This design comes from an exercise in tuning for small area, a short achievable clock period and few clock cycles per item on the open sky130 flow, not from production work. The RTL was checked by simulation tests, not by an equivalence proof against the original design. No activity file was given, so power comes from the tool's default toggle rates. The flow treats the clock pin as an ideal source, which a real chip does not have.

File: design/flow/flow/run.sh
#!/bin/bash
# The standard layout (standard.sh), with port buffers and clock tree options set here.
set -euo pipefail
export BUFFER_PORTS_ARGS="-buffer_cell sky130_fd_sc_hd__buf_2"
export CTS_ARGS="-sink_clustering_enable -repair_clock_nets -sink_clustering_size 16 -sink_clustering_max_diameter 40 -buf_list sky130_fd_sc_hd__clkbuf_8 -root_buf sky130_fd_sc_hd__clkbuf_16 -dont_use_dummy_load"
bash standard.sh > standard.log 2>&1
File: design/flow/standard.sh
#!/bin/bash
# synth_recipe.tcl (not shown) runs the flow's synth.tcl, then flattens the netlist and writes it again
# the make line also repeats each setting of config.mk as NAME=value (left out here)
make -C /OpenROAD-flow-scripts/flow DESIGN_CONFIG=/design/flow/config.mk WORK_HOME=/design/flow/orfs CLKGATE_MAP_FILE= SYNTH_SCRIPT=/design/flow/synth_recipe.tcl "${@:-finish}"
File: design/flow/config.mk
export PLATFORM = sky130hd
export DESIGN_NAME = pool_engine
export DESIGN_NICKNAME = pool_engine
export VERILOG_FILES = /design/flow/design.v
export SDC_FILE = /design/flow/constraint.sdc
export NUM_CORES = 4
export LEC_CHECK = 0
export ABC_CLOCK_PERIOD_IN_PS = 2000
export CAP_MARGIN = 20
export CORE_MARGIN = 2
export CORE_UTILIZATION = 60
export CTS_BUF_LIST = sky130_fd_sc_hd__clkbuf_8
export CTS_CLUSTER_DIAMETER = 40
export CTS_CLUSTER_SIZE = 16
export SETUP_SLACK_MARGIN = 3.9
export SLEW_MARGIN = 20
File: design/flow/constraint.sdc
create_clock -name core_clock -period 6.0 [get_ports {clk}]
set_input_delay 1.2000 -clock core_clock [delete_from_list [all_inputs] [get_ports {clk}]]
set_output_delay 1.2000 -clock core_clock [all_outputs]
set_load 0.01 [all_outputs]
File: design/flow/design.v
`timescale 1ns/100ps
package pool_pkg;
	typedef logic [16-1:0] word_t;
	typedef logic [16*16-1:0] atom_t;
	typedef logic [16+4-1:0] sum_t;
	typedef enum logic {
		POOL_MAX = 1'b0,	 
		POOL_AVE = 1'b1	 
	} pool_op_e;
	typedef struct packed {
		pool_op_e    op;
		logic [2:0]  win_shift;	 
		logic [15:0] n_windows;	 
	} pool_cfg_t;
endpackage
`timescale 1ns/100ps
module pool_engine (
	input  logic        clk,
	input  logic        rst,
	input  logic        i_start,
	input  logic [19:0] i_cfg,	 
	input  logic        i_in_valid,
	input  logic [15:0] i_in_data,
	output logic        o_in_credit,
	output logic        o_out_valid,
	output logic [15:0] o_out_data,
	input  logic        i_out_credit,
	output logic        o_busy,
	output logic        o_done
);
	logic        busy_q;	 
	logic        op_q;	 
	logic [2:0]  ws_q;	 
	logic [15:0] rem_q;	 
	logic [3:0]  mask;	 
	logic [2:0]  sh;	 
	logic [15:0] head_q;
	logic        hv_q;	 
	logic [15:0] mem [3];
	logic [2:0]  wr_sel;	 
	logic [2:0]  rd_sel;	 
	logic [2:0]  mocc;	 
	logic [15:0] mem_rd;
	logic        load_head, from_mem, to_mem;
	logic [3:0]  atom_q;	 
	logic        nfirst_q;	 
	logic        nlast_q;	 
	logic        nword0_q;	 
	logic [3:0]  chan_q;	 
	logic        ch15_q;	 
	logic [3:0]  since_q;	 
	logic        aligned_q;	 
	logic [3:0]  used_q;	 
	logic        pop, win_end;
	logic [3:0]  atom_nx;
	logic [15:0] rem_dec;
	logic        premask;	 
	logic [10:0] lo_sum;
	logic        gt;
	logic [9:0]  w_lo;
	logic [5:0]  w_hi;	 
	logic        w_c;	 
	logic        w_gt;	 
	logic        w_last, w_final;
	logic [19:0] ring [16];
	logic        s2_v, s2_final;
	assign mask    = 4'((5'd1 << ws_q) - 5'd1);
	assign sh      = op_q ? ws_q : 3'd0;
	assign pop     = hv_q && (!nword0_q || aligned_q) && (nlast_q || !used_q[3]);
	assign win_end = !nlast_q && ch15_q;
	assign atom_nx = nlast_q ? atom_q + 4'd1 : 4'd0;
	assign load_head = !hv_q || pop;
	assign from_mem  = load_head && mocc[0];
	assign to_mem    = i_in_valid && !(load_head && !mocc[0]);
	assign mem_rd    = ({16{rd_sel[0]}} & mem[0]) | ({16{rd_sel[1]}} & mem[1]) |
	                   ({16{rd_sel[2]}} & mem[2]);
	assign lo_sum  = {1'b0, ring[14][9:0]} + {1'b0, head_q[9:0]};
	assign gt      = (head_q > ring[14][15:0]);
	assign premask = !((pop && ch15_q) ? nlast_q : nfirst_q) &&
	                 (!(pop ? !win_end : nword0_q) || pop || (since_q == 4'd15));
	always_comb begin
		for (int i = 0; i < 16; i++) begin
			rem_dec[i] = rem_q[i] ^ ~|(rem_q & ((16'd1 << i) - 16'd1));
		end
	end
	always_ff @(posedge clk) begin
		for (int k = 0; k < 3; k++) begin
			if (!mocc[2] && wr_sel[k]) begin
				mem[k] <= i_in_data;
			end
		end
		if (load_head) begin
			head_q <= from_mem ? mem_rd : i_in_data;
		end
	end
	always_ff @(posedge clk or posedge rst) begin
		if (rst) begin
			hv_q     <= 1'b0;
			wr_sel   <= 3'd1;
			rd_sel   <= 3'd1;
			mocc     <= 3'd0;
			atom_q   <= 4'd0;
			nfirst_q <= 1'b0;
			nword0_q <= 1'b0;
			chan_q   <= 4'd0;
			ch15_q   <= 1'b0;
			used_q   <= 4'd0;
			w_last   <= 1'b0;
			w_final  <= 1'b0;
			s2_v     <= 1'b0;
			s2_final <= 1'b0;
			busy_q   <= 1'b0;
		end else begin
			if (load_head) begin
				hv_q <= mocc[0] || i_in_valid;
			end
			if (to_mem) begin
				wr_sel <= {wr_sel[1:0], wr_sel[2]};
			end
			if (from_mem) begin
				rd_sel <= {rd_sel[1:0], rd_sel[2]};
			end
			case ({to_mem, from_mem})
				2'b10:   mocc <= {mocc[1:0], 1'b1};
				2'b01:   mocc <= {1'b0, mocc[2:1]};
				default: ;
			endcase
			if (pop) begin
				chan_q   <= chan_q + 4'd1;
				ch15_q   <= (chan_q == 4'd14);
				nword0_q <= !win_end;
				if (ch15_q) begin
					atom_q   <= atom_nx;
					nfirst_q <= nlast_q;
				end
			end
			case ({pop && !nlast_q, i_out_credit})
				2'b10:   used_q <= {used_q[2:0], 1'b1};
				2'b01:   used_q <= {1'b0, used_q[3:1]};
				default: ;
			endcase
			w_last   <= pop && !nlast_q;
			w_final  <= pop && win_end && (rem_q == 16'd1);
			s2_v     <= w_last;
			s2_final <= w_final;
			busy_q   <= busy_q ? !s2_final : i_start;
		end
	end
	always_ff @(posedge clk) begin
		if (!busy_q) begin
			op_q    <= i_cfg[19];
			ws_q    <= i_cfg[18:16];
			rem_q   <= i_cfg[15:0];
			nlast_q <= (i_cfg[18:16] != 3'd0);
		end else begin
			if (pop && win_end) begin
				rem_q <= rem_dec;
			end
			if (pop && ch15_q) begin
				nlast_q <= (atom_nx != mask);
			end
		end
	end
	always_ff @(posedge clk) begin
		o_in_credit <= pop;
		o_out_valid <= s2_v;
		o_done      <= s2_final;
		o_busy      <= busy_q ? !s2_final : i_start;
	end
	always_ff @(posedge clk) begin
		since_q   <= pop ? 4'd0 : since_q + 4'd1;
		aligned_q <= pop || (since_q == 4'd15);
		w_lo      <= head_q[9:0];
		w_hi      <= pop ? head_q[15:10] : 6'd0;
		w_c       <= pop && op_q && lo_sum[10];
		w_gt      <= pop && !op_q && gt;
		ring[15]  <= {ring[14][19:10], (pop && op_q) ? lo_sum[9:0] : ring[14][9:0]};
		ring[0]   <= op_q ? {ring[15][19:10] + {4'd0, w_hi} + {9'd0, w_c}, ring[15][9:0]}
		                  : {4'd0, w_gt ? {w_hi, w_lo} : ring[15][15:0]};
		for (int i = 1; i < 14; i++) begin
			ring[i] <= ring[i-1];
		end
		ring[14]  <= premask ? 20'd0 : ring[13];
		o_out_data <= 16'(ring[0] >> sh);
	end
endmodule
==> results of run 1 <==
## cell families (layout without fill, tap and decap cells)
logic type | count (synthesis) | after routing | share of synthesized area, %
DFF | 478 | 478 | 72.8
and+or+nand+nor | 215 | 215 | 7.52
AOI/OAI and AO/OA | 144 | 144 | 6.40
buffers and inverters | 78 | 176 | 2.19
muxes | 62 | 62 | 5.24
adders and majority gates | 46 | 46 | 4.12
xor gates and xnor gates | 28 | 28 | 1.69
## metal layers
metal	vias up	global-route usage [%]
li1	3806	-
met1	3573	28.3
met2	180	27.1
met3	51	3.91
met4	0	5.83
met5	-	0
## worst max path at each step
stage	startpoint	cells past startpoint	slack, ns	to
2_1_floorplan	ws_q[1]	7	3.91	nlast_q
3_3_place_gp	op_q	3	3.24	o_out_data[4]
3_5_place_dp	op_q	3	3.23	o_out_data[11]
4_1_cts	op_q	3	3.82	o_out_data[9]
5_1_grt	o_out_data[14]	1	3.80	o_out_data[14]
6_report	o_out_data[7]	1	3.84	o_out_data[7]
## cells in the final DEF (no fill, tap or decap), types with 5 or more instances in the layout
cell,netlist,layout
a21o_1,7,7
nor2_1,43,43
edfxtp_1,85,85
buf_2,11,42
buf_4,1,17
clkbuf_16,0,6
mux2_2,32,32
ha_1,43,42
nand4_1,7,7
o21ai_0,48,47
a222oi_1,16,16
xor2_1,10,10
nor2b_1,10,6
nand2b_1,10,9
dfxtp_1,363,343
nor3_1,9,8
mux2i_1,22,22
nand3_1,12,12
a21oi_1,33,31
nor4_1,5,5
inv_1,44,42
mux4_2,8,8
dfrtp_1,28,27
nand2_1,68,64
clkbuf_8,0,43
or3_1,6,5
a211oi_1,7,5
xnor2_1,18,18
buf_6,1,19
dfxtp_2,0,20
and2_1,29,29
## state kept, by name (all words and copies together) (netlist names), 3 cells and up, named ones only
name and cells:
atom_q 4, chan_q 4, head_q 16, mem 48, mocc 3, o_out_data 16, rd_sel 3, rem_q 16
ring 320, since_q 4, used_q 4, w_hi 6, w_lo 10, wr_sel 3, ws_q 3
## cell usage after synthesis (all sizes together), types with 4 or more instances
| master | count | area, sq um |
|---|---|---|
| a211oi | 7 | 52.6 |
| a21o | 7 | 52.6 |
| a21oi | 33 | 165 |
| a222oi | 16 | 160 |
| and2 | 29 | 181 |
| buf | 16 | 85.1 |
| clkbuf | 16 | 60.1 |
| dfrtp | 28 | 701 |
| dfxtp | 363 | 7270 |
| edfxtp | 85 | 2550 |
| ha | 43 | 538 |
| inv | 45 | 169 |
| mux2 | 32 | 360 |
| mux2i | 22 | 220 |
| mux4 | 8 | 180 |
| nand2 | 68 | 255 |
| nand2b | 10 | 62.6 |
| nand3 | 13 | 70.1 |
| nand4 | 7 | 43.8 |
| nor2 | 43 | 161 |
| nor2b | 10 | 62.6 |
| nor3 | 9 | 45.0 |
| nor4 | 8 | 77.6 |
| o21ai | 52 | 264 |
| o31ai | 4 | 30.0 |
| or3 | 6 | 37.5 |
| or4 | 4 | 33.8 |
| xnor2 | 18 | 158 |
| xor2 | 10 | 87.6 |
## power groups by stage
stage          clock [W]  sequential (W)  combinational, W
2_1_floorplan          0         0.00444          0.000777
3_5_place_dp           0         0.00461           0.00104
6_report         0.00172         0.00457           0.00118
5_1_grt          0.00191         0.00466           0.00133
4_1_cts          0.00177         0.00457           0.00111
3_3_place_gp           0         0.00460           0.00102
## cell type report
cell class	count	area (sq um)
repair buffers	82	637
well taps	319	399
inverters	46	175
fillers	1699	7340
flip-flops and latches	478	10600
multi-input cells	495	3740
clock buffers	48	717
## timing repair
| action | 4_1_cts | 5_1_grt |
|---|---|---|
| setup endpoints to repair | 85 | 89 |
| resized for setup | 42 | 24 |
| setup buffers | 10 | 7 |
| pin swaps | 4 | 16 |
| gates cloned | 0 | 1 |
| endpoints found under the hold margin | 0 | 0 |
## through the flow
step | area [sq um] | hold WS [ns] | setup slack (ns) | instances | utilization, %
2_1_floorplan | 14500 | 0.310 | 3.91 | 1051 | -
3_3_place_gp | 15100 | 0.310 | 3.24 | 1402 | 64.1
3_5_place_dp | 15100 | 0.312 | 3.23 | 1402 | 64.1
4_1_cts | 16100 | 0.270 | 3.82 | 1460 | 68.1
5_1_grt | 16300 | 0.274 | 3.80 | 1468 | 68.9
6_report | 16300 | 0.267 | 3.84 | 1468 | 68.9
==> reports/metrics.csv, run 1 <==
metric;value;unit
outcome;complete, no violations;
worst_pin_slew;0.916;ns
crit_path_top_delay_cell;dfxtp_2;
ff2ff_setup_slack;3.91;ns
worstHoldPathType;flip-flop to flip-flop;
power_share_of_the_combinational_group;15.8;%
syn_inst;1051;
critical_path_required;4.80;ns
place_hpwl;14900;um
totalPowerFinal;0.00747;W
tritoncts_clock_tree;done;
cts_root_buffer;clkbuf_16;
cp_max_fo;1;
met2_length;9970;um
track_usage;18.7;%
final.period_utilization;36.0;%
min_path_cells;0;
core.rowCount;56;
clock_power_share;23.0;%
cts.path.max_buffers;3;
irDropWorstVdd;0.241;mV
pwr-share-seq;61.2;%
top_layer;met4;
p_switching;0.00193;W
syn-cell-area;14500;sq um
die_w;160;um
finish.net_count;1238;
initial_utilization;61.5;%
drt-wirelength-per-cell;16.0;um
number_of_global_route_vias_before_repair;7363;
min-delay-start;ring[2][16];
port_buffers;60;
slew_headroom;38.6;%
maxCapViolCount;0;
synthesis.area_per_instance;13.8;sq um
global_route_wire_length_before_repair;38100;um
syn-num-nets;1138;
cts_buffers;48;
power_per_cell_area;459;nW/um^2
synth-warning-count;3;
clock_sink_count;478;
ant_nets;0;
die_h;160;um
drt_iter0_drc;429;
hold_end;ring[3][16];
ys_async_sr_fraction;6.28;%
synth_enable_flop_cells;85;
timing.clock.skew;0.0499;ns
finalSetupViolations;0;
synth_cell_type_count;64;
critical_path.n_buffers_inverters;1;
dr_wl_met3;1190;um
cellLeakagePower;6.60;nW
fin_setup_tns;0;ns
coreArea;23600;sq um
post_drt_via_cell_ratio;5.18;
holdBufCountCts;0;
diodes;0;
wirelength;23500;um
swShare;25.9;%
rsz0062_at_grt;yes;
final_layout_size_suffix_gt1_share;19.7;%
worst-r2r-cell-count;6;
cellInternalPower;0.00553;W
top_level_ports;61;
detailroute.via_count;7610;
detail_route.drc_violations;0;
worst_setup_hold_path_clk_slew;0.09;ns
met1Wirelength;11800;um
layout-area-overhead-vs-synth;12.1;%
finalHoldViolCount;0;
critical_path.cell_chain;buf_6;
worst_path_largest_cell_delay;0.35;ns
r2r_end;nlast_q;
worstPathArrival;0.96;ns
final-max-slew-violation-count;0;
yosys_most_used_dff;dfxtp_1;
clock_h_tree_levels;2;
clock_insertion_delay_worst_skew;0.50;ns
worst_r2r_startpoint;ws_q[0];
timing.fmax;463;MHz
crit_path_end_kind;output pin;
overflow;0;
grt_max_degree;37;
timing.setup.critical_path_class;flip-flop to output pin;
critical_path.startpoint_type;flip-flop;
critPathTopFamily;flip-flops;
layout_min_cycle_time;2.16;ns
grt_antenna_before_repair;0;
routabilityCongestion;0.818;
synth-seq-cells;478;
design.die.area;25500;sq um
seq_area_frac_synth;72.8;%
drt_pre_antenna_iters;6;
Testbench counts, summed over its fixed seeds: cycles 41,208, words 40,688.
==> run 2: changes to the inputs <==
--- a/design/flow/config.mk
+++ b/design/flow/config.mk
@@ -8,7 +8,7 @@
 export ABC_CLOCK_PERIOD_IN_PS = 2000
 export CAP_MARGIN = 20
 export CORE_MARGIN = 2
-export CORE_UTILIZATION = 60
+export CORE_UTILIZATION = 55
 export CTS_BUF_LIST = sky130_fd_sc_hd__clkbuf_8
 export CTS_CLUSTER_DIAMETER = 40
 export CTS_CLUSTER_SIZE = 16
==> run 2 against run 1 <==
Critical path depth is the same. Count of clock-buffer cells in the layout is the same. Area after synthesis is the same. Sequential cell count is the same. Hold slack gained 0.025 ns. Sequential power is essentially flat. Fmax is essentially flat. Register-to-register slack gained 0.02 ns. Die area grew 8.9%. Synthesized cell count is the same. Clock skew grew 0.012 ns. Highest routed layer unchanged.
==> reports/metrics.csv, run 2 <==
metric;value;unit
place_hpwl;15100;um
synth_enable_flop_cells;85;
clock_power_share;23.0;%
clock_sink_count;478;
holdBufCountCts;0;
power_per_cell_area;459;nW/um^2
swShare;26.0;%
finalCoreUtilization;62.7;%
cts.path.max_buffers;3;
max_flop_register;ring;
finalHoldViolCount;0;
final_cell_mix;341 x dfxtp_1, 85 x edfxtp_1, 65 x nand2_1;
worstHoldPathType;flip-flop to flip-flop;
final_layout_size_suffix_gt1_share;19.9;%
cellInternalPower;0.00554;W
finalSetupViolations;0;
core.rowCount;59;
timing.setup.critical_path_class;flip-flop to output pin;
synth_most_common_cell;dfxtp_1;
ant_nets;0;
syn_inst;1051;
synth.top_cells.by_count;363 x dfxtp_1, 85 x edfxtp_1, 68 x nand2_1;
cts_root_buffer;clkbuf_16;
overflow;0;
slew_headroom;35.7;%
global_route_wire_length_before_repair;38900;um
clock_h_tree_levels;2;
largest_register_ff_count;320;
post_drt_via_cell_ratio;5.09;
die_h;166;um
finish.net_count;1238;
clock_insertion_delay_worst_skew;0.51;ns
rsz0062_at_grt;yes;
pwr-share-seq;61.0;%
syn-num-nets;1138;
layout_commonest_cell;dfxtp_1;
worst_path_largest_cell_delay;0.34;ns
coreArea;26000;sq um
seq_area_frac_synth;72.8;%
critical_path.startpoint_type;flip-flop;
detailroute.via_count;7553;
drt_iter0_drc;464;
cp_max_fo;1;
outcome;complete, no violations;
port_buffers;60;
timing.fmax;463;MHz
track_usage;17.3;%
initial_utilization;55.9;%
synth_cell_type_count;64;
timing.clock.skew;0.0621;ns
power_share_of_the_combinational_group;15.9;%
fin_setup_tns;0;ns
detail_route.drc_violations;0;
layout_min_cycle_time;2.16;ns
number_of_global_route_vias_before_repair;7543;
p_switching;0.00195;W
tritoncts_clock_tree;done;
design.die.area;27700;sq um
cellLeakagePower;6.59;nW
syn-cell-area;14500;sq um
final.period_utilization;36.0;%
maxCapViolCount;0;
layout-area-overhead-vs-synth;12.3;%
crit_path_top_delay_cell;dfxtp_2;
critical_path_required;4.80;ns
synth.top_cells.by_area;dfxtp_1 50%, edfxtp_1 18%, dfrtp_1 4.8%;
worst_setup_hold_path_clk_slew;0.09;ns
final-max-slew-violation-count;0;
critical_path.n_buffers_inverters;1;
cts_buffers;48;
critical_path.cell_chain;buf_6;
grt_max_degree;37;
drt-wirelength-per-cell;16.2;um
synth-warning-count;3;
netlist.area_leader.share;50.1;%
synthesis.area_per_instance;13.8;sq um
ys_async_sr_fraction;6.28;%
worst_pin_slew;0.962;ns
top_regs;ring: 320 flops, mem: 48 flops;
wirelength;24100;um
worstPathArrival;0.96;ns
yosys_most_used_dff;dfxtp_1;
cell_taking_the_most_area_after_synthesis;dfxtp_1;
routabilityCongestion;0.801;
critPathTopFamily;flip-flops;
diodes;0;
top_level_ports;61;
crit_path_end_kind;output pin;
synth-seq-cells;478;
irDropWorstVdd;0.331;mV
holdWs;0.291;ns
grt_antenna_before_repair;0;
drt_pre_antenna_iters;5;
die_w;166;um
run 2: worst paths after layout:
check	cells past startpoint	startpoint	endpoint	slack, ns
min in group asynchronous	3	rst	wr_sel[2]	0.76
max in group asynchronous	3	rst	rd_sel[0]	4.89
worst min-delay path	0	ring[1][18]	ring[2][18]	0.29
worst min register to register	0	ring[1][18]	ring[2][18]	0.29
worst max-delay path	1	o_out_data[0]	o_out_data[0]	3.84
worst max register to register	6	ws_q[0]	nlast_q	3.93
run 2: timing repair:
item / 4_1_cts / 5_1_grt
cloned: 0 / 1
endpoints found under the setup margin: 95 / 57
buffers inserted: 11 / 6
pin swaps: 3 / 10
resized for setup: 42 / 27
run 2: cell type report:
class,instances,area [sq um]
tap,335,419
timing repair buffer,82,621
fill,2037,9680
multi-input combinational,495,3770
sequential,478,10600
clock buffer,48,717
inverter,46,175
run 2: kinds of logic (layout without fill, tap and decap cells):
kind of cell | Yosys count | after routing | share of synthesized area, %
flip-flops | 478 | 478 | 72.8
AND/OR/NAND/NOR | 215 | 215 | 7.52
AO/OA/AOI/OAI | 144 | 144 | 6.40
buffers and inverters | 78 | 176 | 2.19
multiplexers | 62 | 62 | 5.24
adder cells (fa/ha/maj) | 46 | 46 | 4.12
XOR/XNOR | 28 | 28 | 1.69
run 2: metal layers:
metal	global-route usage [%]	part of all wire, %	vias to the layer above
li1	-	-	3813
met1	25.8	51	3537
met2	25.5	42	149
met3	3.59	4.6	54
met4	5.55	2.6	0
met5	0	0	-
run 2: through the flow:
step | instance area, sq um | std cells | setup slack, ns | power [W]
global placement | 15200 | 1418 | 3.22 | 0.00564
finish | 16300 | 1484 | 3.84 | 0.00748
detailed placement | 15200 | 1418 | 3.21 | 0.00564
floorplan | 14500 | 1051 | 3.91 | 0.00522
global route | 16300 | 1484 | 3.80 | 0.00793
CTS | 16100 | 1477 | 3.81 | 0.00747
run 2: power by group through the flow:
stage               logic (W)  clock network, W  registers [W]
finish                0.00119           0.00172        0.00457
global route          0.00135           0.00192        0.00467
CTS                   0.00111           0.00179        0.00457
detailed placement    0.00104                 0        0.00460
global placement      0.00103                 0        0.00461
floorplan            0.000777                 0        0.00444
==> run 3: changes to the inputs <==
==> design/flow/flow/run.sh (replaced) <==
#!/bin/bash
# The standard layout (standard.sh), with port buffers and clock tree options set here.
set -euo pipefail
export BUFFER_PORTS_ARGS="-buffer_cell sky130_fd_sc_hd__buf_1"
export CTS_ARGS="-sink_clustering_enable -repair_clock_nets -sink_clustering_size 16 -sink_clustering_max_diameter 40 -buf_list sky130_fd_sc_hd__clkbuf_8 -root_buf sky130_fd_sc_hd__clkbuf_16 -dont_use_dummy_load"
bash standard.sh > standard.log 2>&1
--- a/design/flow/config.mk
+++ b/design/flow/config.mk
@@ -8,7 +8,7 @@
 export ABC_CLOCK_PERIOD_IN_PS = 2000
 export CAP_MARGIN = 20
 export CORE_MARGIN = 2
-export CORE_UTILIZATION = 55
+export CORE_UTILIZATION = 65
 export CTS_BUF_LIST = sky130_fd_sc_hd__clkbuf_8
 export CTS_CLUSTER_DIAMETER = 40
 export CTS_CLUSTER_SIZE = 16
==> run 3 against run 2 <==
Clock power is 4% lower. Synthesized cell count unchanged. Clock skew fell by 0.0062 ns. Count of clock-buffer cells in the layout shrank 4. Combinational power about the same. Critical endpoint is now o_out_data[15]. Critical path type unchanged. Final cell count decreased by 3.6%. Core utilization grew 11 points. Die area decreased by 15%.
==> reports/metrics.csv, run 3 <==
metric;value;unit
outcome;complete, no violations;
layout_commonest_cell;dfxtp_1;
largest_register_ff_count;320;
grt_antenna_before_repair;0;
layout-area-overhead-vs-synth;11.0;%
timing.clock.skew;0.0559;ns
cellLeakagePower;6.47;nW
slew_headroom;37.6;%
filler_cells_inserted;1481;
holdBufCountCts;0;
finish.net_count;1239;
coreArea;21900;sq um
finalSetupViolations;0;
die_w;153;um
totalPowerFinal;0.00739;W
clock_sink_count;478;
diodes;0;
synth_most_common_cell;dfxtp_1;
syn-num-nets;1138;
ys_async_sr_fraction;6.28;%
number_of_global_route_vias_before_repair;7401;
clock_h_tree_levels;2;
seq_area_frac_synth;72.8;%
synth_cell_type_count;64;
yosys_most_used_dff;dfxtp_1;
overflow;0;
finalCoreUtilization;73.6;%
clock_insertion_delay_worst_skew;0.51;ns
place_hpwl;14800;um
sequential_cell_area;10600;sq um
max_flop_register;ring;
final_cell_mix;344 x dfxtp_1, 85 x edfxtp_1, 65 x nand2_1;
grt_max_degree;37;
irDropWorstVdd;0.268;mV
synth_enable_flop_cells;85;
routabilityCongestion;0.824;
cts_root_buffer;clkbuf_16;
tritoncts_clock_tree;done;
worst_path_largest_cell_delay;0.36;ns
timing.fmax;464;MHz
final_layout_size_suffix_gt1_share;16.2;%
worstHoldPathType;flip-flop to flip-flop;
holdWs;0.300;ns
worstPathArrival;0.96;ns
netlist.area_leader.share;50.1;%
drt_pre_antenna_iters;5;
cell_taking_the_most_area_after_synthesis;dfxtp_1;
worst_setup_hold_path_clk_slew;0.09;ns
post_drt_via_cell_ratio;5.40;
worst_pin_slew;0.934;ns
syn-cell-area;14500;sq um
design.die.area;23500;sq um
rsz0062_at_grt;yes;
drt-wirelength-per-cell;16.4;um
maxCapViolCount;0;
cts_buffers;44;
detail_route.drc_violations;0;
fin_setup_tns;0;ns
cp_max_fo;1;
final.period_utilization;36.0;%
drt_iter0_drc;438;
initial_utilization;66.3;%
crit_path_top_delay_cell;dfxtp_2;
power_per_cell_area;459;nW/um^2
finalHoldViolCount;0;
crit_path_end_kind;output pin;
top_level_ports;61;
port_buffers;60;
critPathTopFamily;flip-flops;
critical_path.startpoint_type;flip-flop;
cts.path.max_buffers;3;
ant_nets;0;
multi_input_comb_area;3740;sq um
critical_path.n_buffers_inverters;1;
synth.top_cells.by_count;363 x dfxtp_1, 85 x edfxtp_1, 68 x nand2_1;
layout_min_cycle_time;2.16;ns
timing.setup.critical_path_class;flip-flop to output pin;
synth-seq-cells;478;
synthesis.area_per_instance;13.8;sq um
track_usage;20.0;%
critical_path_required;4.80;ns
synth-warning-count;3;
final-max-slew-violation-count;0;
wirelength;23500;um
synth.top_cells.by_area;dfxtp_1 50%, edfxtp_1 18%, dfrtp_1 4.8%;
critical_path.cell_chain;buf_6;
top_regs;ring: 320 flops, mem: 48 flops;
core.rowCount;54;
detailroute.via_count;7718;
syn_inst;1051;
die_h;153;um
global_route_wire_length_before_repair;37700;um
## run 3: cell counts after synthesis
No cell type changed its count.
## run 3: layer usage
metal | vias to the layer above | routed length (um) | global-route usage [%]
li1 | 3802 | - | -
met1 | 3680 | 11500 | 29.8
met2 | 195 | 10300 | 30.1
met3 | 41 | 1170 | 3.46
met4 | 0 | 538 | 6.82
met5 | - | 0 | 0
## run 3: path summary, 6_finish.rpt
check | start | to | slack (ns) | depth (start not counted)
setup / recovery | o_out_data[15] | o_out_data[15] | 3.84 | 1
hold / removal | ring[1][10] | ring[2][10] | 0.30 | 0
setup reg to reg | ws_q[1] | nlast_q | 3.92 | 6
hold reg to reg | ring[1][10] | ring[2][10] | 0.30 | 0
max in group asynchronous | rst | rd_sel[0] | 4.94 | 3
min in group asynchronous | rst | used_q[2] | 0.74 | 3
## run 3: kinds of logic (layout without fill, tap and decap cells)
| logic type | after synthesis | count (layout) | synth area share [%] |
|---|---|---|---|
| AOI/OAI and AO/OA | 144 | 144 | 6.40 |
| xor gates and xnor gates | 28 | 28 | 1.69 |
| adders and majority gates | 46 | 46 | 4.12 |
| buffers and inverters | 78 | 177 | 2.19 |
| DFF | 478 | 478 | 72.8 |
| muxes | 62 | 62 | 5.24 |
| and+or+nand+nor | 215 | 215 | 7.52 |
## run 3: what timing repair did
item,4_1_cts,5_1_grt
endpoints found under the setup margin,85,52
cloned,0,1
setup buffers,14,8
pin swaps,4,11
resized for setup,60,20
## run 3: final cells by class
type	count	area share (%)
clock buffers	44	4.11
inverters	46	1.09
multi-input cells	495	23.2
flip-flops and latches	478	65.8
well taps	280	2.17
repair buffers	87	3.62
## run 3: per-stage QoR
stage / instance area (sq um) / cells / worst slack [ns]
2_1_floorplan: 14500 / 1051 / 3.91
3_3_place_gp: 15000 / 1363 / 3.25
3_5_place_dp: 15000 / 1363 / 3.17
4_1_cts: 16000 / 1421 / 3.82
5_1_grt: 16100 / 1430 / 3.78
6_report: 16100 / 1430 / 3.84
## run 3: where the power goes
group	internal (W)	leakage (nW)	switching, W	total [W]
combinational	0.000560	2.00	0.000611	0.00117
sequential	0.00417	4.13	0.000395	0.00456
clock	0.000732	0.342	0.000919	0.00165
total	0.00546	6.47	0.00193	0.00739
==> run 4: changes to the inputs <==
==> design/flow/flow/run.sh (replaced) <==
#!/bin/bash
# The standard layout (standard.sh), with port buffers and clock tree options set here.
set -euo pipefail
export BUFFER_PORTS_ARGS="-buffer_cell sky130_fd_sc_hd__buf_2"
export CTS_ARGS="-sink_clustering_enable -repair_clock_nets -sink_clustering_size 30 -sink_clustering_max_diameter 100 -buf_list sky130_fd_sc_hd__clkbuf_16 -root_buf sky130_fd_sc_hd__clkbuf_16 -dont_use_dummy_load"
bash standard.sh > standard.log 2>&1
==> run 4 against run 3 <==
Still clean on timing, DRC and antenna. Sequential cell count unchanged. Critical path depth unchanged. Power down 2.6%. Routed wire length is 1.7% lower.
==> reports/metrics.csv, run 4 <==
metric;value;unit
place_hpwl;14600;um
top_level_ports;61;
synth-warning-count;3;
cp_max_fo;1;
syn-cell-area;14500;sq um
layout_commonest_cell;dfxtp_1;
layout_min_cycle_time;2.20;ns
crit_path_top_delay_cell;dfxtp_2;
dp_worst_setup_slack;3.25;ns
cts_root_buffer;clkbuf_16;
syn-num-nets;1138;
port_buffers;60;
cell_taking_the_most_area_after_synthesis;dfxtp_1;
tritoncts_clock_tree;done;
critPathTopFamily;flip-flops;
routabilityCongestion;0.826;
power_per_cell_area;450;nW/um^2
timing.setup.critical_path_class;flip-flop to output pin;
cellLeakagePower;6.46;nW
ys_async_sr_fraction;6.28;%
synth_simple_gate_area_share;7.52;%
totalPowerFinal;0.00719;W
drt_iter0_drc;397;
finalSetupViolations;0;
timing.clock.skew;0.0153;ns
worst_setup_hold_path_clk_slew;0.11;ns
die_w;153;um
synth-seq-cells;478;
critical_path_required;4.80;ns
synth_most_common_cell;dfxtp_1;
cts_buffers;19;
core.rowCount;54;
postLayoutSetupSlackWorst;3.80;ns
yosys.area_share.xor_xnor;1.69;%
synth_fa_ha_area_share;4.12;%
synthesis.area_per_instance;13.8;sq um
detailroute.via_count;7432;
min_path_cells;0;
coreArea;21900;sq um
holdWs;0.321;ns
fin_setup_tns;0;ns
clock_sink_count;478;
layout-area-overhead-vs-synth;9.98;%
maxCapViolCount;0;
filler_cells_inserted;1481;
detail_route.drc_violations;0;
drt-wirelength-per-cell;16.5;um
clock_h_tree_levels;1;
final-max-slew-violation-count;0;
critical_path.cell_chain;buf_6;
max_flop_register;ring;
netlist.area_leader.share;50.1;%
holdBufCountCts;0;
worst-r2r-cell-count;6;
post_drt_via_cell_ratio;5.31;
worstHoldPathType;flip-flop to flip-flop;
critical_path.n_buffers_inverters;1;
irDropWorstVdd;0.242;mV
syn_inst;1051;
global_route_wire_length_before_repair;36500;um
grt_max_degree;37;
clock_insertion_delay_worst_skew;0.53;ns
grt_antenna_before_repair;0;
outcome;complete, no violations;
final_layout_size_suffix_gt1_share;17.7;%
top_regs;ring: 320 flops, mem: 48 flops;
synth_top_family_by_area;simple AND/OR/NAND/NOR gates;
overflow;0;
die_h;153;um
path_depth;1;
yosys_most_used_dff;dfxtp_1;
crit_path_end_kind;output pin;
finalHoldViolCount;0;
number_of_global_route_vias_before_repair;7059;
worst_path_largest_cell_delay;0.37;ns
design.die.area;23500;sq um
synth-compound-area-share;6.40;%
final_cell_mix;342 x dfxtp_1, 85 x edfxtp_1, 64 x nand2_1;
rsz0062_at_grt;yes;
slew_headroom;36.4;%
critical_path.startpoint_type;flip-flop;
worst_pin_slew;0.952;ns
ff2ff_setup_slack;3.91;ns
synth_cell_type_count;64;
yosys-mux-area-fraction;5.24;%
synth.top_cells.by_area;dfxtp_1 50%, edfxtp_1 18%, dfrtp_1 4.8%;
finish.net_count;1209;
seq_area_frac_synth;72.8;%
initial_utilization;66.3;%
track_usage;19.4;%
synth.top_cells.by_count;363 x dfxtp_1, 85 x edfxtp_1, 68 x nand2_1;
synth_enable_flop_cells;85;
largest_register_ff_count;320;
finalCoreUtilization;72.9;%
wirelength;23100;um
drt_pre_antenna_iters;5;
cts.path.max_buffers;3;
worstPathArrival;1.00;ns
ant_nets;0;
timing.fmax;455;MHz
final.period_utilization;36.6;%
diodes;0;
[run 4: cell counts after synthesis]
Identical to the previous run, type by type.
[run 4: timing repair]
action                                  in CTS  in global routing
cloned                                       0                  1
resized for setup                           44                 23
endpoints found under the setup margin      84                 55
pin swaps                                    3                  9
setup buffers                                9                  8
[run 4: layout make-up]
cell class,count,area [sq um],share of cell area [%]
clock buffer,19,475,2.98
inverter,46,175,1.10
multi-input combinational,495,3740,23.4
sequential,478,10600,66.4
tap,280,350,2.19
timing repair buffer,82,627,3.93
[run 4: layer usage]
metal  share of wire, %  global-route usage (%)  vias up
met5                  0                       0        -
met2                 44                    29.7      143
met3                4.2                    2.89       33
li1                   -                       -     3753
met4                2.2                    4.81        0
met1                 50                    29.4     3503
[run 4: cell families after synthesis]
family / Yosys count
and+or+nand+nor: 215
buffers and inverters: 78
xor gates and xnor gates: 28
muxes: 62
AOI/OAI and AO/OA: 144
adders and majority gates: 46
DFF: 478
[run 4: report_power, final]
part | internal (W) | switching [W]
combinational | 0.000572 | 0.000616
sequential | 0.00416 | 0.000395
clock | 0.000574 | 0.000869
[run 4: per-stage QoR]
| step | area, sq um | std cells |
|---|---|---|
| global route | 16000 | 1400 |
| floorplan | 14500 | 1051 |
| CTS | 15800 | 1391 |
| detailed placement | 15100 | 1363 |
| finish | 16000 | 1400 |
| global placement | 15100 | 1363 |
[run 4: path summary, 6_finish.rpt]
path                          startpoint             to
max                        o_out_data[3]  o_out_data[3]
min                           ring[7][0]     ring[8][0]
max reg2reg                      ws_q[1]        nlast_q
min reg2reg                   ring[7][0]     ring[8][0]
max in group asynchronous            rst      rd_sel[0]
min in group asynchronous            rst      used_q[1]
==> run 5: changes to the inputs <==
==> design/flow/flow/run.sh (replaced) <==
#!/bin/bash
# The standard layout (standard.sh), with port buffers and clock tree options set here.
set -euo pipefail
export BUFFER_PORTS_ARGS="-buffer_cell sky130_fd_sc_hd__buf_2"
export CTS_ARGS="-sink_clustering_enable -repair_clock_nets -buf_list {sky130_fd_sc_hd__clkbuf_8 sky130_fd_sc_hd__clkbuf_16} -root_buf sky130_fd_sc_hd__clkbuf_16 -dont_use_dummy_load"
bash standard.sh > standard.log 2>&1
==> run 5 against run 4 <==
Non-clock buffer count decreased by 1. Sequential power about the same. Die area unchanged. Area after synthesis unchanged. Combinational power about the same. Routed wire length increased by 4.8%. Power increased by 12%. Final cell count increased by 1.7%. Clock power increased by about 60%.
==> reports/metrics.csv, run 5 <==
metric;value;unit
fin_setup_tns;0;ns
tritoncts_clock_tree;done;
clock_sink_count;478;
cts_buffers;44;
irDropWorstVdd;0.315;mV
synth.top_cells.by_count;363 x dfxtp_1, 85 x edfxtp_1, 68 x nand2_1;
clock_h_tree_levels;2;
routabilityCongestion;0.826;
number_of_global_route_vias_before_repair;7420;
track_usage;20.6;%
clock_insertion_delay_worst_skew;0.55;ns
timing.clock.skew;0.0541;ns
initial_utilization;66.3;%
cts_root_buffer;clkbuf_16;
final_cell_mix;342 x dfxtp_1, 85 x edfxtp_1, 65 x nand2_1;
critical_path_required;4.80;ns
synth-seq-cells;478;
critPathTopFamily;flip-flops;
netlist.area_leader.share;50.1;%
layout_commonest_cell;dfxtp_1;
cell_taking_the_most_area_after_synthesis;dfxtp_1;
wirelength;24200;um
diodes;0;
totalPowerFinal;0.00807;W
drt-wirelength-per-cell;17.0;um
synthesis.area_per_instance;13.8;sq um
cellLeakagePower;6.77;nW
grt_antenna_before_repair;0;
die_w;153;um
holdBufCountCts;0;
core.rowCount;54;
worstPathArrival;1.01;ns
rsz0062_at_grt;yes;
multi_input_comb_area;3740;sq um
synth.top_cells.by_area;dfxtp_1 50%, edfxtp_1 18%, dfrtp_1 4.8%;
finalCoreUtilization;75.8;%
grt_max_degree;31;
syn-num-nets;1138;
critical_path.n_buffers_inverters;1;
drt_iter0_drc;376;
coreArea;21900;sq um
synth_enable_flop_cells;85;
finalSetupViolations;0;
critical_path.cell_chain;buf_6;
finalHoldViolCount;0;
worst_setup_hold_path_clk_slew;0.06;ns
detail_route.drc_violations;0;
layout-area-overhead-vs-synth;14.3;%
filler_cells_inserted;1400;
global_route_wire_length_before_repair;38500;um
power_per_cell_area;487;nW/um^2
largest_register_ff_count;320;
worstHoldPathType;flip-flop to flip-flop;
top_regs;ring: 320 flops, mem: 48 flops;
crit_path_end_kind;output pin;
final.period_utilization;36.8;%
sequential_cell_area;10600;sq um
maxCapViolCount;0;
place_hpwl;14600;um
top_level_ports;61;
drt_pre_antenna_iters;5;
port_buffers;60;
finish.net_count;1233;
placement_stage_cell_area;15100;sq um
timing.fmax;453;MHz
outcome;complete, no violations;
overflow;0;
syn_inst;1051;
syn-cell-area;14500;sq um
ant_nets;0;
post_drt_via_cell_ratio;5.35;
worst_path_largest_cell_delay;0.35;ns
ys_async_sr_fraction;6.28;%
slew_headroom;35.3;%
cts.path.max_buffers;3;
synth-warning-count;3;
final-max-slew-violation-count;0;
seq_area_frac_synth;72.8;%
synth_most_common_cell;dfxtp_1;
critical_path.startpoint_type;flip-flop;
place_inst;1363;
max_flop_register;ring;
design.die.area;23500;sq um
worst_pin_slew;0.969;ns
cp_max_fo;1;
timing.setup.critical_path_class;flip-flop to output pin;
post-route-cell-area;16600;sq um
detailroute.via_count;7614;
synth_cell_type_count;64;
final_layout_size_suffix_gt1_share;19.4;%
layout_min_cycle_time;2.21;ns
crit_path_top_delay_cell;dfxtp_2;
yosys_most_used_dff;dfxtp_1;
die_h;153;um
final_cells;1424;
==> run 5: cell counts after synthesis <==
Identical to the previous run, type by type.
==> run 5: path summary, 6_finish.rpt <==
check,depth (start not counted),from,to,slack (ns)
min in group asynchronous,3,rst,wr_sel[2],0.76
worst min register to register,0,ring[1][10],ring[2][10],0.31
worst max register to register,6,ws_q[0],nlast_q,3.91
worst max-delay path,1,o_out_data[3],o_out_data[3],3.79
worst min-delay path,0,ring[1][10],ring[2][10],0.31
max in group asynchronous,3,rst,rd_sel[0],4.93
==> run 5: per-layer routing <==
layer / global-route usage [%] / vias up / part of all wire [%]
li1: - / 3795 / -
met1: 30.1 / 3622 / 48
met2: 31.8 / 155 / 46
met3: 3.86 / 42 / 4.3
met4: 6.16 / 0 / 1.8
met5: 0 / - / 0
==> run 5: timing repair <==
item,4_1_cts,5_1_grt
endpoints found under the setup margin,80,62
resized for setup,47,19
setup buffers,8,8
pin swaps,3,9
gates cloned,1,0
==> run 5: kinds of logic after synthesis <==
family                   share of synthesized area [%]
AO/OA/AOI/OAI                                     6.40
XOR/XNOR                                          1.69
adder cells (fa/ha/maj)                           4.12
buffers and inverters                             2.19
flip-flops                                        72.8
multiplexers                                      5.24
AND/OR/NAND/NOR                                   7.52
==> run 5: layout make-up <==
cell class,instances,area share [%]
sequential,478,63.9
multi-input combinational,495,22.5
clock buffer,44,6.64
timing repair buffer,81,3.76
tap,280,2.11
inverter,46,1.06
==> run 5: report_power, final <==
part | switching (W) | internal, W
clock | 0.00102 | 0.00129
combinational | 0.000614 | 0.000576
sequential | 0.000406 | 0.00418
==> run 5: per-stage QoR <==
| stage | setup WS (ns) | hold WS, ns |
|---|---|---|
| after floorplan | 3.91 | 0.310 |
| final | 3.79 | 0.307 |
| after global placement | 3.26 | 0.310 |
| after detailed placement | 3.25 | 0.312 |
| after CTS | 3.78 | 0.293 |
| after global routing | 3.76 | 0.309 |
==> run 6: changes to the inputs <==
==> design/flow/flow/run.sh (replaced) <==
#!/bin/bash
# The standard layout (standard.sh), with port buffers and clock tree options set here.
set -euo pipefail
export BUFFER_PORTS_ARGS="-buffer_cell sky130_fd_sc_hd__buf_2"
export CTS_ARGS="-sink_clustering_enable -repair_clock_nets -sink_clustering_size 22 -sink_clustering_max_diameter 50 -buf_list sky130_fd_sc_hd__clkbuf_8 -root_buf sky130_fd_sc_hd__clkbuf_16 -dont_use_dummy_load"
bash standard.sh > standard.log 2>&1
==> run 6 against run 5 <==
Area after synthesis unchanged. Still clean. First-iteration DRC count increased by 0.27%. Non-clock buffer count increased by 1. Register-to-register slack got worse by 0.04 ns. Clock power decreased by 35%. Highest routed layer unchanged. Critical endpoint is now o_out_data[15]. Combinational power about the same. Power decreased by 10%. Sequential share of layout area increased by 2.1 points. Setup slack improved by 0.041 ns. Sequential power about the same. Count of clock-buffer cells in the layout decreased by 8. Synthesized cell count unchanged.
==> reports/metrics.csv, run 6 <==
metric;value;unit
outcome;complete, no violations;
largest_register_ff_count;320;
synth-warning-count;3;
final-max-slew-violation-count;0;
power_per_cell_area;451;nW/um^2
detail_route.drc_violations;0;
min-delay-start;ring[4][14];
ys_async_sr_fraction;6.28;%
crit_path_top_delay_cell;dfxtp_2;
clock_sink_count;478;
cts.path.max_buffers;3;
syn-cell-area;14500;sq um
finalCoreUtilization;73.3;%
p_switching;0.00188;W
design.die.area;23500;sq um
initial_utilization;66.3;%
ant_nets;0;
timing.fmax;462;MHz
layout_min_cycle_time;2.17;ns
routabilityCongestion;0.826;
drt_pre_antenna_iters;5;
timing.clock.skew;0.0555;ns
timing.setup.critical_path_class;flip-flop to output pin;
rsz0062_at_grt;yes;
critPathTopFamily;flip-flops;
detailroute.via_count;7475;
port_buffers;60;
layout-area-overhead-vs-synth;10.6;%
worst-r2r-cell-count;6;
synth_most_common_cell;dfxtp_1;
post-route-cell-area;16000;sq um
place_hpwl;14600;um
holdWs;0.297;ns
worst_pin_slew;0.899;ns
cts_buffers;36;
drt-wirelength-per-cell;16.2;um
slew_headroom;39.8;%
clock_insertion_delay_worst_skew;0.51;ns
synth_enable_flop_cells;85;
finalHoldViolCount;0;
finalSetupViolations;0;
fin_setup_tns;0;ns
ff2ff_setup_slack;3.87;ns
syn-num-nets;1138;
layout_commonest_cell;dfxtp_1;
worst_setup_hold_path_clk_slew;0.11;ns
seq_area_frac_synth;72.8;%
cp_max_fo;1;
yosys_most_used_dff;dfxtp_1;
final.period_utilization;36.1;%
critical_path.cell_chain;buf_6;
cellInternalPower;0.00536;W
worst_path_largest_cell_delay;0.35;ns
critical_path.startpoint_type;flip-flop;
netlist.area_leader.share;50.1;%
cell_taking_the_most_area_after_synthesis;dfxtp_1;
synth_cell_type_count;64;
crit_path_end_kind;output pin;
top_regs;ring: 320 flops, mem: 48 flops;
synth.top_cells.by_area;dfxtp_1 50%, edfxtp_1 18%, dfrtp_1 4.8%;
synth-seq-cells;478;
top_level_ports;61;
min_path_cells;0;
placement_stage_cell_area;15100;sq um
finish.net_count;1226;
swShare;26.0;%
die_w;153;um
coreArea;21900;sq um
global_route_wire_length_before_repair;36800;um
final_cell_mix;343 x dfxtp_1, 85 x edfxtp_1, 65 x nand2_1;
irDropWorstVdd;0.281;mV
number_of_global_route_vias_before_repair;7176;
wirelength;23000;um
critical_path_required;4.80;ns
track_usage;19.6;%
clock_power_share;20.7;%
grt_antenna_before_repair;0;
cellLeakagePower;6.52;nW
hold_end;ring[5][14];
synth.top_cells.by_count;363 x dfxtp_1, 85 x edfxtp_1, 68 x nand2_1;
r2r_end;nlast_q;
max_flop_register;ring;
syn_inst;1051;
synthesis.area_per_instance;13.8;sq um
critical_path.n_buffers_inverters;1;
final_layout_size_suffix_gt1_share;18.7;%
overflow;0;
power_share_of_the_combinational_group;16.4;%
worstHoldPathType;flip-flop to flip-flop;
drt_iter0_drc;377;
diodes;0;
worstPathArrival;0.97;ns
tritoncts_clock_tree;done;
pwr-share-seq;62.9;%
filler_cells_inserted;1488;
core.rowCount;54;
die_h;153;um
cts_root_buffer;clkbuf_16;
grt_max_degree;31;
post_drt_via_cell_ratio;5.28;
maxCapViolCount;0;
worst_r2r_startpoint;ws_q[1];
clock_h_tree_levels;2;
## run 6: power by group through the flow
stage	Sequential (W)	Clock, W	Combinational (W)
detailed placement	0.00460	0	0.00104
global placement	0.00460	0	0.00101
floorplan	0.00444	0	0.000777
finish	0.00456	0.00150	0.00119
global route	0.00465	0.00166	0.00134
CTS	0.00456	0.00155	0.00115
## run 6: logic make-up after synthesis
| kind of cell | after synthesis | share of synthesized area (%) |
|---|---|---|
| DFF | 478 | 72.8 |
| and+or+nand+nor | 215 | 7.52 |
| AOI/OAI and AO/OA | 144 | 6.40 |
| buffers and inverters | 78 | 2.19 |
| muxes | 62 | 5.24 |
| adders and majority gates | 46 | 4.12 |
| xor gates and xnor gates | 28 | 1.69 |
## run 6: through the flow
stage | std cells | setup WS (ns) | power (W)
finish | 1417 | 3.83 | 0.00724
global route | 1417 | 3.74 | 0.00765
floorplan | 1051 | 3.91 | 0.00522
global placement | 1363 | 3.26 | 0.00561
CTS | 1409 | 3.82 | 0.00726
detailed placement | 1363 | 3.25 | 0.00565
## run 6: worst max path at each step
| stage | start | depth (start not counted) | slack (ns) | endpoint |
|---|---|---|---|---|
| 3_3_place_gp | op_q | 3 | 3.26 | o_out_data[4] |
| 2_1_floorplan | ws_q[1] | 7 | 3.91 | nlast_q |
| 3_5_place_dp | op_q | 3 | 3.25 | o_out_data[2] |
| 4_1_cts | o_out_data[15] | 1 | 3.82 | o_out_data[15] |
| 6_report | o_out_data[15] | 1 | 3.83 | o_out_data[15] |
| 5_1_grt | ws_q[1] | 6 | 3.74 | nlast_q |
## run 6: layer usage
| metal | share of wire, % | GRT usage, % | vias to the layer above |
|---|---|---|---|
| met5 | 0 | 0 | - |
| met4 | 1.8 | 5.85 | 0 |
| met3 | 4.3 | 3.83 | 33 |
| met2 | 43 | 29.2 | 125 |
| met1 | 51 | 29.7 | 3536 |
| li1 | - | - | 3781 |
## run 6: layout make-up
| type | count | area (sq um) | area share (%) |
|---|---|---|---|
| sequential | 478 | 10600 | 66.0 |
| multi-input combinational | 495 | 3740 | 23.3 |
| timing repair buffer | 82 | 632 | 3.94 |
| clock buffer | 36 | 552 | 3.44 |
| tap | 280 | 350 | 2.18 |
| inverter | 46 | 175 | 1.09 |
## run 6: what timing repair did
item | 4_1_cts | 5_1_grt
setup endpoints to repair | 90 | 61
gates cloned | 1 | 0
resized for setup | 44 | 21
pin swaps | 3 | 7
setup buffers | 9 | 8
hold buffers | 0 | 0
==> run 7: changes to the inputs <==
==> design/flow/flow/run.sh (replaced) <==
#!/bin/bash
# The standard layout (standard.sh), with port buffers and clock tree options set here.
set -euo pipefail
export BUFFER_PORTS_ARGS="-buffer_cell sky130_fd_sc_hd__buf_2"
export CTS_ARGS="-sink_clustering_enable -repair_clock_nets -sink_clustering_size 12 -sink_clustering_max_diameter 35 -buf_list sky130_fd_sc_hd__clkbuf_4 -root_buf sky130_fd_sc_hd__clkbuf_16 -dont_use_dummy_load"
bash standard.sh > standard.log 2>&1
==> run 7 against run 6 <==
Still clean. Clock power fell by 4%. Routed wire length rose by 1.4%. Synthesized cell count did not move. Power fell by 0.31%. Die area did not move. Combinational power barely moved. Via count rose by 1.6%. Largest cell class unchanged.
==> reports/metrics.csv, run 7 <==
metric;value;unit
wirelength;23300;um
critical_path.endpoint;o_out_data[3];
top_level_ports;61;
coreArea;21900;sq um
finalHoldViolCount;0;
drt_iter0_drc;353;
finalSetupViolations;0;
critical_path_required;4.80;ns
track_usage;19.8;%
synth_cell_type_count;64;
clock_sink_count;478;
cts.path.max_buffers;3;
synth.top_cells.by_count;363 x dfxtp_1, 85 x edfxtp_1, 68 x nand2_1;
overflow;0;
synth-seq-cells;478;
grt_max_degree;31;
rsz0062_at_grt;yes;
timing.fmax;456;MHz
worst_r2r_startpoint;ws_q[1];
grt_antenna_before_repair;0;
critPathTopFamily;flip-flops;
max_flop_register;ring;
cell_taking_the_most_area_after_synthesis;dfxtp_1;
path_depth;1;
timing.clock.skew;0.0666;ns
netlist.area_leader.share;50.1;%
placement_stage_cell_area;15100;sq um
synthesis.area_per_instance;13.8;sq um
fin_setup_tns;0;ns
die_w;153;um
cts_buffers;55;
r2r_end;nlast_q;
number_of_global_route_vias_before_repair;7386;
multi_input_comb_area;3770;sq um
syn-num-nets;1138;
clock_insertion_delay_worst_skew;0.53;ns
die_h;153;um
sequential_cell_area;10600;sq um
cp_max_fo;1;
worstPathArrival;0.99;ns
global_route_wire_length_before_repair;37400;um
finish.net_count;1247;
final_cell_mix;343 x dfxtp_1, 85 x edfxtp_1, 65 x nand2_1;
port_buffers;60;
critical_path.n_buffers_inverters;1;
ff2ff_setup_slack;3.90;ns
final.period_utilization;36.6;%
post-route-cell-area;16000;sq um
drt_pre_antenna_iters;5;
crit_start;o_out_data[3];
largest_register_ff_count;320;
worst_path_largest_cell_delay;0.37;ns
design.die.area;23500;sq um
routabilityCongestion;0.826;
layout_commonest_cell;dfxtp_1;
tritoncts_clock_tree;done;
irDropWorstVdd;0.220;mV
critical_path.cell_chain;buf_6;
crit_path_end_kind;output pin;
place_hpwl;14600;um
synth-warning-count;3;
worst_setup_hold_path_clk_slew;0.11;ns
top_regs;ring: 320 flops, mem: 48 flops;
worst-r2r-cell-count;6;
initial_utilization;66.3;%
timing.setup.critical_path_class;flip-flop to output pin;
cts_root_buffer;clkbuf_16;
filler_cells_inserted;1485;
seq_area_frac_synth;72.8;%
slew_headroom;37.0;%
worstHoldPathType;flip-flop to flip-flop;
synth.top_cells.by_area;dfxtp_1 50%, edfxtp_1 18%, dfrtp_1 4.8%;
power_per_cell_area;450;nW/um^2
synth_enable_flop_cells;85;
maxCapViolCount;0;
cellLeakagePower;6.54;nW
layout-area-overhead-vs-synth;10.5;%
worst_pin_slew;0.944;ns
drt-wirelength-per-cell;16.2;um
critical_path.startpoint_type;flip-flop;
ant_nets;0;
post_drt_via_cell_ratio;5.28;
final_layout_size_suffix_gt1_share;20.6;%
syn-cell-area;14500;sq um
syn_inst;1051;
detailroute.via_count;7594;
diodes;0;
layout_min_cycle_time;2.19;ns
ys_async_sr_fraction;6.28;%
yosys_most_used_dff;dfxtp_1;
core.rowCount;54;
detail_route.drc_violations;0;
outcome;complete, no violations;
final-max-slew-violation-count;0;
clock_h_tree_levels;2;
synth_most_common_cell;dfxtp_1;
crit_path_top_delay_cell;dfxtp_2;
## run 7: worst min path at each step
stage | cells past startpoint | endpoint | slack, ns | from
CTS | 0 | ring[8][0] | 0.31 | ring[7][0]
floorplan | 0 | ring[10][0] | 0.31 | ring[9][0]
global placement | 0 | ring[11][9] | 0.31 | ring[10][9]
finish | 0 | ring[8][0] | 0.30 | ring[7][0]
global route | 0 | ring[8][0] | 0.31 | ring[7][0]
detailed placement | 0 | ring[11][16] | 0.31 | ring[10][16]
## run 7: where the power goes
part,internal [W],switching [W]
clock network,0.000538,0.000900
registers,0.00417,0.000395
logic,0.000598,0.000626
total,0.00530,0.00192
## run 7: cell families (layout without fill, tap and decap cells)
group	Yosys count	count (layout)	share of synthesized area (%)
compound gates	144	144	6.40
xor+xnor	28	28	1.69
fa+ha+maj	46	46	4.12
buf+inv	78	185	2.19
flops	478	478	72.8
mux	62	62	5.24
simple gates	215	215	7.52
## run 7: layer usage
layer	wire, um	global-route usage (%)	vias up
li1	-	-	3845
met1	11600	29.5	3568
met2	10300	29.7	144
met3	980	4.11	37
met4	388	6.20	0
met5	0	0	-
## run 7: stage by stage
stage	cells	hold slack [ns]	setup WS (ns)	power [W]	util, %
floorplan	1051	0.310	3.91	0.00522	-
global placement	1363	0.310	3.26	0.00561	68.9
detailed placement	1363	0.312	3.25	0.00565	68.9
CTS	1428	0.305	3.78	0.00720	72.5
global route	1438	0.309	3.76	0.00764	73.3
finish	1438	0.300	3.81	0.00722	73.3
## run 7: layout make-up
type / count / area share, %
multi-input cells: 495 / 23.5
flip-flops and latches: 478 / 66.1
well taps: 280 / 2.18
clock buffers: 55 / 3.12
inverters: 46 / 1.09
repair buffers: 84 / 4.03
## run 7: timing repair
item,4_1_cts,5_1_grt
pin swaps,3,14
endpoints found under the setup margin,81,57
setup buffers,9,10
cloned,1,0
gates resized for setup,44,25
hold buffers,0,0
==> run 8: changes to the inputs <==
==> design/flow/flow/run.sh (replaced) <==
#!/bin/bash
# The standard layout (standard.sh), with port buffers and clock tree options set here.
set -euo pipefail
export BUFFER_PORTS_ARGS="-buffer_cell sky130_fd_sc_hd__buf_2"
export CTS_ARGS="-sink_clustering_enable -repair_clock_nets -sink_clustering_size 16 -sink_clustering_max_diameter 40 -buf_list sky130_fd_sc_hd__clkbuf_8 -root_buf sky130_fd_sc_hd__clkbuf_16 -balance_levels -sink_clustering_levels 1 -dont_use_dummy_load"
bash standard.sh > standard.log 2>&1
==> run 8 against run 7 <==
Setup slack gained 0.049 ns. Register-to-register slack is essentially flat. Routed wire length shrank 1.6%. Largest power group unchanged. Still clean on timing, DRC and antenna. Hold slack lost 0.0042 ns. Global-route usage shrank 0.42 points. Sequential power is essentially flat. First-iteration DRC count shrank 9.1%. Fmax grew 2.3%. Die area is the same. Area after synthesis is the same.
==> reports/metrics.csv, run 8 <==
metric;value;unit
synth_cell_type_count;64;
grt_max_degree;37;
syn_inst;1051;
finish.net_count;1229;
timing.clock.skew;0.0546;ns
detail_route.drc_violations;0;
detailroute.via_count;7529;
layout-area-overhead-vs-synth;11.0;%
tritoncts_clock_tree;done;
final_cell_mix;342 x dfxtp_1, 85 x edfxtp_1, 65 x nand2_1;
synth.top_cells.by_area;dfxtp_1 50%, edfxtp_1 18%, dfrtp_1 4.8%;
finalSetupViolations;0;
yosys_most_used_dff;dfxtp_1;
worst_pin_slew;0.957;ns
max_flop_register;ring;
coreArea;21900;sq um
fin_setup_tns;0;ns
worstPathArrival;0.94;ns
slew_headroom;36.0;%
final.period_utilization;35.7;%
layout_min_cycle_time;2.14;ns
synth.top_cells.by_count;363 x dfxtp_1, 85 x edfxtp_1, 68 x nand2_1;
design.die.area;23500;sq um
drt_pre_antenna_iters;7;
critPathTopFamily;flip-flops;
worstHoldPathType;flip-flop to flip-flop;
track_usage;19.4;%
drt_iter0_drc;321;
seq_area_frac_synth;72.8;%
cp_max_fo;1;
core.rowCount;54;
final-max-slew-violation-count;0;
critical_path.n_buffers_inverters;1;
ant_nets;0;
filler_cells_inserted;1467;
overflow;0;
largest_register_ff_count;320;
syn-cell-area;14500;sq um
port_buffers;60;
global_route_wire_length_before_repair;36600;um
finalHoldViolCount;0;
holdWs;0.296;ns
drt-wirelength-per-cell;16.2;um
number_of_global_route_vias_before_repair;7222;
crit_path_top_delay_cell;dfxtp_2;
critical_path.startpoint_type;flip-flop;
diodes;0;
outcome;complete, no violations;
synth_most_common_cell;dfxtp_1;
critical_path_required;4.80;ns
clock_h_tree_levels;2;
place_hpwl;14600;um
wirelength;22900;um
netlist.area_leader.share;50.1;%
synth_enable_flop_cells;85;
timing.fmax;466;MHz
place_inst;1363;
cell_taking_the_most_area_after_synthesis;dfxtp_1;
synth-warning-count;3;
cts.path.max_buffers;3;
crit_start;o_out_data[3];
cts_buffers;43;
cts_root_buffer;clkbuf_16;
timing.setup.critical_path_class;flip-flop to output pin;
irDropWorstVdd;0.221;mV
synthesis.area_per_instance;13.8;sq um
grt_antenna_before_repair;0;
ff2ff_setup_slack;3.91;ns
holdBufCountCts;0;
routabilityCongestion;0.826;
worst_setup_hold_path_clk_slew;0.09;ns
die_w;153;um
final_cells;1420;
crit_path_end_kind;output pin;
syn-num-nets;1138;
layout_commonest_cell;dfxtp_1;
min-delay-start;ring[1][16];
maxCapViolCount;0;
ys_async_sr_fraction;6.28;%
worst_path_largest_cell_delay;0.35;ns
cellLeakagePower;6.54;nW
clock_sink_count;478;
top_level_ports;61;
power_per_cell_area;456;nW/um^2
post_drt_via_cell_ratio;5.30;
critical_path.cell_chain;buf_6;
rsz0062_at_grt;yes;
synth-seq-cells;478;
die_h;153;um
initial_utilization;66.3;%
clock_insertion_delay_worst_skew;0.49;ns
worst_r2r_startpoint;ws_q[1];
final_layout_size_suffix_gt1_share;19.2;%
top_regs;ring: 320 flops, mem: 48 flops;
-- run 8: cell types whose count changed in the layout (fill, tap and decap cells not counted), moves of 2 or more --
cell / previous run / this run
clkbuf_8: 0 / 38
inv_1: 42 / 40
clkbuf_4: 50 / 0
buf_4: 20 / 14
inv_2: 2 / 4
ha_1: 38 / 40
ha_2: 3 / 1
-- run 8: cell families (layout without fill, tap and decap cells) --
| family | after synthesis | after routing | share of synthesized area [%] |
|---|---|---|---|
| simple gates | 215 | 215 | 7.52 |
| xor+xnor | 28 | 28 | 1.69 |
| mux | 62 | 62 | 5.24 |
| compound gates | 144 | 144 | 6.40 |
| buf+inv | 78 | 167 | 2.19 |
| fa+ha+maj | 46 | 46 | 4.12 |
| flops | 478 | 478 | 72.8 |
-- run 8: cell type report --
type / instances / area [sq um] / share of cell area (%)
tap: 280 / 350 / 2.17
sequential: 478 / 10600 / 65.8
timing repair buffer: 78 / 594 / 3.69
inverter: 46 / 175 / 1.09
multi-input combinational: 495 / 3750 / 23.2
clock buffer: 43 / 648 / 4.02
-- run 8: through the flow --
stage               instance area, sq um  setup slack, ns  power, W  utilization [%]
floorplan                          14500             3.91   0.00522                -
global placement                   15100             3.26   0.00561             68.9
detailed placement                 15100             3.25   0.00565             68.9
CTS                                16000             3.83   0.00735             72.9
global route                       16100             3.79   0.00776             73.6
finish                             16100             3.86   0.00735             73.6
-- run 8: report_power, final --
| part | internal [W] | switching [W] | total [W] | leakage (nW) |
|---|---|---|---|---|
| Clock | 0.000717 | 0.000898 | 0.00162 | 0.335 |
| Combinational | 0.000564 | 0.000612 | 0.00118 | 2.08 |
| Sequential | 0.00417 | 0.000391 | 0.00456 | 4.13 |
-- run 8: path summary, 6_finish.rpt --
check,cells after the start,to
setup / recovery,1,o_out_data[3]
hold / removal,0,ring[2][16]
setup reg to reg,6,nlast_q
hold reg to reg,0,ring[2][16]
max in group asynchronous,3,wr_sel[0]
min in group asynchronous,3,chan_q[0]
-- run 8: routing by layer --
| layer | wire length (um) | share of wire [%] | up-vias | track usage (%) |
|---|---|---|---|---|
| met1 | 11300 | 49 | 3524 | 29.0 |
| li1 | - | - | 3794 | - |
| met4 | 500 | 2.2 | 0 | 5.94 |
| met3 | 1260 | 5.5 | 44 | 4.05 |
| met2 | 9870 | 43 | 167 | 28.9 |
| met5 | 0 | 0 | - | 0 |
-- run 8: timing repair --
action	in CTS	in global routing
cloned	0	1
setup buffers	8	5
pin swaps	3	9
setup endpoints to repair	80	51
gates resized for setup	43	24

==> static timing again, ports no longer ideal <==
In the flow no input, the clock included, has a driving cell. The finished layouts below were timed again as built, in two steps. Step 1 assumes that a clkbuf_16 drives the clock port and a buf_2 every other input. Step 2 times the ports against the registers' clock, not the clock port: input delays grow and output delays shrink by t, the midpoint of the rising clock arrivals with the driver on. Three values: no drivers, after step 1, after step 2; two values: the first two.
run	t (ns)	setup WS [ns]	worst setup path at the end	clock arrival spread, ns	cell pins on the clock port's net
run 1	0.533	3.841 / 3.793 / 3.796	input to register	0.060 / 0.060	1
run 2	0.530	3.842 / 3.793 / 3.890	input to register	0.066 / 0.066	1
run 3	0.527	3.843 / 3.794 / 3.775	input to register	0.060 / 0.060	1
run 4	0.565	3.802 / 3.755 / 3.803	input to register	0.017 / 0.016	1
run 5	0.571	3.793 / 3.745 / 3.773	input to register	0.055 / 0.054	1
run 6	0.524	3.833 / 3.786 / 3.786	input to register	0.075 / 0.075	1
run 7	0.532	3.806 / 3.759 / 3.795	input to register	0.084 / 0.084	1
run 8	0.522	3.855 / 3.809 / 3.871	input to register	0.073 / 0.074	1
After both steps setup and hold are still met in every run listed. For run 3, which loses most, drivers alone change the setup slack by -0.049 ns; drivers and shift together by -0.068 ns.
